Context: an optimization exercise on an open-source flow, tuned for small area. The choices shown serve that exercise and are no tape-out recipe.
The RTL was checked by simulation tests, not by an equivalence proof against the original design.
Power figures rest on the tool's default switching activity, not on a simulated workload.

## noc_bridge
module noc_bridge
(
    input  wire logic        c,
    input  wire logic        rst,
    input  wire logic        cmd_w,
    input  wire logic [7:0]  data_w,
    input  wire logic [31:0] data_rd,
    output logic             cmd_r,
    output logic [7:0]       data_r,
    output logic             sel,
    output logic             rw,
    output logic [31:0]      addr,
    output logic [31:0]      data_wr
);
    logic [1:0]  q_k  [0:3];   
    logic [7:0]  q_id [0:3];
    logic [1:0]  q_p  [0:3];   
    logic [31:0] q_a  [0:3];   
    logic [31:0] q_d  [0:2];   
    logic [1:0]  dw;           
    logic [1:0]  dr;           
    logic [1:0]  g;            
    logic [3:0]  pc;           
    logic        pwr;          
    logic [2:0]  wp;           
    logic        act;
    logic [3:0]  b;            
    logic [2:0]  rp;           
    logic        dl;           
    wire op_ok = cmd_w && (data_w == 8'h23 || data_w == 8'h63);
    wire done  = (pc == 4'd6 && !pwr) || pc == 4'd10;
    always_ff @(posedge c or posedge rst) begin
        if (rst) begin
            pc <= '0;
            wp <= '0;
            dw <= '0;
            g  <= '0;
        end else begin
            g <= g + 2'd1;
            if (pc == 4'd0) begin
                if (op_ok) pc <= 4'd1;
            end else if (done) begin
                pc <= 4'd0;
                wp <= wp + 3'd1;
                if (pwr) dw <= (dw == 2'd2) ? 2'd0 : dw + 2'd1;
            end else begin
                pc <= pc + 4'd1;
            end
        end
    end
    always_ff @(posedge c) begin
        if (pc == 4'd0) pwr <= data_w[6];
    end
    wire [1:0]  h    = rp[1:0];
    wire [1:0]  h_k  = q_k[h];
    wire        h_wr = (h_k == 2'd0);
    wire [7:0]  h_id = q_id[h];
    wire [31:0] h_a  = q_a[h];
    wire [31:0] h_d  = q_d[dr];
    wire last   = h_wr ? (b[0] == 1'b1) : (b == {h_k, 2'b11});
    wire rd_cap = act && !h_wr && b[1:0] == {dl, ~dl} && b[3:2] < h_k;
    wire        free = !act || last;
    wire [2:0]  n    = act ? rp + 3'd1 : rp;
    wire [1:0]  n_p  = q_p[n[1:0]];
    wire        ph0  = (g + 2'd1 == n_p);    
    wire        ph1  = (g + 2'd2 == n_p);    
    wire        go   = free && (n != wp) && (ph0 || ph1);
    always_ff @(posedge c or posedge rst) begin
        if (rst) begin
            act <= 1'b0;
            rp  <= '0;
            dr  <= '0;
  ...
For scale: roughly 950 cells after synthesis, about 340 flip-flops, roughly 120 I/O pins, about 12,000 um2 of cells after synthesis.
==> flow/config.mk <==
export PLATFORM = sky130hd
export DESIGN_NAME = noc_bridge
export DESIGN_NICKNAME = noc_bridge
export VERILOG_FILES = /design/flow/design.v
export SDC_FILE = /design/flow/constraint.sdc
export NUM_CORES = 4
export LEC_CHECK = 0
export CAP_MARGIN = 20
export CORE_MARGIN = 2
export CORE_UTILIZATION = 40
export PLACE_DENSITY = 0.9
export SLEW_MARGIN = 20
==> flow/constraint.sdc <==
create_clock -name core_clock -period 5.0 [get_ports {c}]
set_input_delay 1.0000 -clock core_clock [delete_from_list [all_inputs] [get_ports {c}]]
set_output_delay 1.0000 -clock core_clock [all_outputs]
set_load 0.01 [all_outputs]
standard.sh (not shown) runs the stock make flow with config.mk's settings and CLKGATE_MAP_FILE= SYNTH_SCRIPT=/design/flow/synth_recipe.tcl, a recipe that flattens the netlist after the stock synthesis.
==> flow/flow/run.sh <==
#!/bin/bash
# Standard layout, with the port buffers made of the smallest buffer cell and no dummy clock loads.
set -euo pipefail
bash standard.sh "BUFFER_PORTS_ARGS=-buffer_cell sky130_fd_sc_hd__buf_1" "CTS_ARGS=-sink_clustering_enable -repair_clock_nets -sink_clustering_size 20 -sink_clustering_max_diameter 50 -buf_list sky130_fd_sc_hd__clkbuf_8 -dont_use_dummy_load" finish > standard_flow.log 2>&1
Edit:
==> flow/run.sh (new file) <==
#!/bin/bash
# synth_recipe.tcl (not shown) runs the flow's synth.tcl, then flattens the netlist and writes it again
# the make line also repeats each setting of config.mk as NAME=value (left out here)
make -C /OpenROAD-flow-scripts/flow DESIGN_CONFIG=/design/flow/config.mk WORK_HOME=/design/flow/orfs CLKGATE_MAP_FILE= SYNTH_SCRIPT=/design/flow/synth_recipe.tcl finish
--- a/flow/config.mk
+++ b/flow/config.mk
@@ -10,3 +10,2 @@
 export CORE_UTILIZATION = 40
-export PLACE_DENSITY = 0.9
 export SLEW_MARGIN = 20
removed: flow/flow/run.sh
removed: flow/standard.sh
=> The new run produced a clean layout; first-iteration DRC count came out lower by 31%; clock skew fell by 0.083 ns; total power rose by 22%; design area rose by 13%; maximum frequency goes down by 1.7%; routed wire length grows by 2.4%.
Edit:
==> flow/flow/run.sh (new file) <==
#!/bin/bash
# Standard layout, with the port buffers made of the smallest buffer cell and no dummy clock loads.
set -euo pipefail
bash standard.sh "BUFFER_PORTS_ARGS=-buffer_cell sky130_fd_sc_hd__buf_1" "CTS_ARGS=-sink_clustering_enable -repair_clock_nets -sink_clustering_size 15 -sink_clustering_max_diameter 50 -buf_list sky130_fd_sc_hd__clkbuf_8 -dont_use_dummy_load" finish > standard_flow.log 2>&1
==> flow/standard.sh (new file) <==
#!/bin/bash
# synth_recipe.tcl (not shown) runs the flow's synth.tcl, then flattens the netlist and writes it again
# the make line also repeats each setting of config.mk as NAME=value (left out here)
make -C /OpenROAD-flow-scripts/flow DESIGN_CONFIG=/design/flow/config.mk WORK_HOME=/design/flow/orfs CLKGATE_MAP_FILE= SYNTH_SCRIPT=/design/flow/synth_recipe.tcl "${@:-finish}"
removed: flow/run.sh
The new run completed with no timing, DRC or antenna violations.
Core utilization fell by 5.4 points.
Via count fell by a few percent.
Synthesized area does not change.
Sequential share of layout area rose by 6.0 points.
Die area stays the same.
Setup slack is better by 0.17 ns.
Register-to-register slack is worse by 0.29 ns.
Edit:
==> flow/flow/run.sh (replaced) <==
#!/bin/bash
# Standard layout, with the port buffers made of the smallest buffer cell.
set -euo pipefail
bash standard.sh "BUFFER_PORTS_ARGS=-buffer_cell sky130_fd_sc_hd__buf_1" finish > standard_flow.log 2>&1
--- a/flow/config.mk
+++ b/flow/config.mk
@@ -9,3 +9,5 @@
 export CORE_MARGIN = 2
-export CORE_UTILIZATION = 40
+export CORE_UTILIZATION = 65
+export CTS_CLUSTER_DIAMETER = 100
+export CTS_CLUSTER_SIZE = 25
 export SLEW_MARGIN = 20
What happened: Utilization rose by 27 points. Cell area fell by 1.2%. Register-to-register slack is better by 0.15 ns. Global-route usage rose by 7.5 points. Total power fell by 0.69%.
Edit:
==> flow/flow/run.sh (replaced) <==
#!/bin/bash
# Standard layout, with the port buffers made of the smallest buffer cell and no dummy clock loads.
set -euo pipefail
bash standard.sh "BUFFER_PORTS_ARGS=-buffer_cell sky130_fd_sc_hd__buf_1" "CTS_ARGS=-sink_clustering_enable -repair_clock_nets -sink_clustering_size 18 -sink_clustering_max_diameter 60 -buf_list sky130_fd_sc_hd__clkbuf_8 -dont_use_dummy_load" finish > standard_flow.log 2>&1
--- a/flow/config.mk
+++ b/flow/config.mk
@@ -9,5 +9,3 @@
 export CORE_MARGIN = 2
-export CORE_UTILIZATION = 65
-export CTS_CLUSTER_DIAMETER = 100
-export CTS_CLUSTER_SIZE = 25
+export CORE_UTILIZATION = 40
 export SLEW_MARGIN = 20
Clock power went down by roughly a tenth. Final cell count is higher by roughly a tenth. Worst setup slack gets better by 0.0060 ns. Clock-buffer cell count came out higher by 3. Worst hold slack got worse by 0.036 ns. Die area is higher by well over a third. Power is lower slightly. Routed wire length climbs by a little under a tenth. Sequential cell count is unchanged. Non-clock buffer count is lower by 1.
Edit:
--- a/flow/config.mk
+++ b/flow/config.mk
@@ -9,3 +9,4 @@
 export CORE_MARGIN = 2
-export CORE_UTILIZATION = 40
+export CORE_UTILIZATION = 60
+export PLACE_DENSITY = 0.9
 export SLEW_MARGIN = 20
Outcome:
- The new run produced a clean layout
- clock power falls by about 9%
- design area is lower by 1.7%
- cell count drops by 8.7%
- routed wire length is lower by 4.5%
- non-clock buffer count falls by 2
- sequential power hardly moves
- setup slack improved by 0.033 ns
- clock skew goes down by 0.058 ns
- count of clock-buffer cells in the layout went down by 5
- register-to-register slack gets better by 0.09 ns
- global-route usage climbs by 7.2 points

separate check: timing with driven ports:
In the flow no input, the clock included, has a driving cell. The finished layouts below were timed again as built, in two steps. Step 1, drivers: a clkbuf_16 drives c and a buf_2 each remaining input, both assumed. Step 2 times the ports against the registers' clock, not the clock port: input delays grow and output delays shrink by t, the midpoint of the rising clock arrivals with the driver on. Three values: ideal ports, drivers, drivers and shift; two values: the first two.
| run | shift t [ns] | slack for setup (ns) | worst setup path after step 2 | latest minus earliest clock arrival (ns) | worst data-port slew with drivers (ns) |
|---|---|---|---|---|---|
| the first run | 0.593 | 0.229 / 0.190 / 0.783 | register to output | 0.095 / 0.096 | 0.06 |
| the second run | 0.555 | 0.148 / 0.101 / 0.656 | register to output | 0.016 / 0.016 | 0.05 |
| the third run | 0.554 | 0.314 / 0.269 / 0.823 | register to output | 0.067 / 0.067 | 0.04 |
| the fourth run | 0.536 | 0.238 / 0.193 / 0.729 | register to output | 0.022 / 0.022 | 0.04 |
| the fifth run | 0.597 | 0.244 / 0.200 / 0.797 | register to output | 0.110 / 0.111 | 0.04 |
| the sixth run | 0.570 | 0.277 / 0.235 / 0.805 | register to output | 0.052 / 0.053 | 0.04 |
After both steps setup and hold are still met in every run listed.
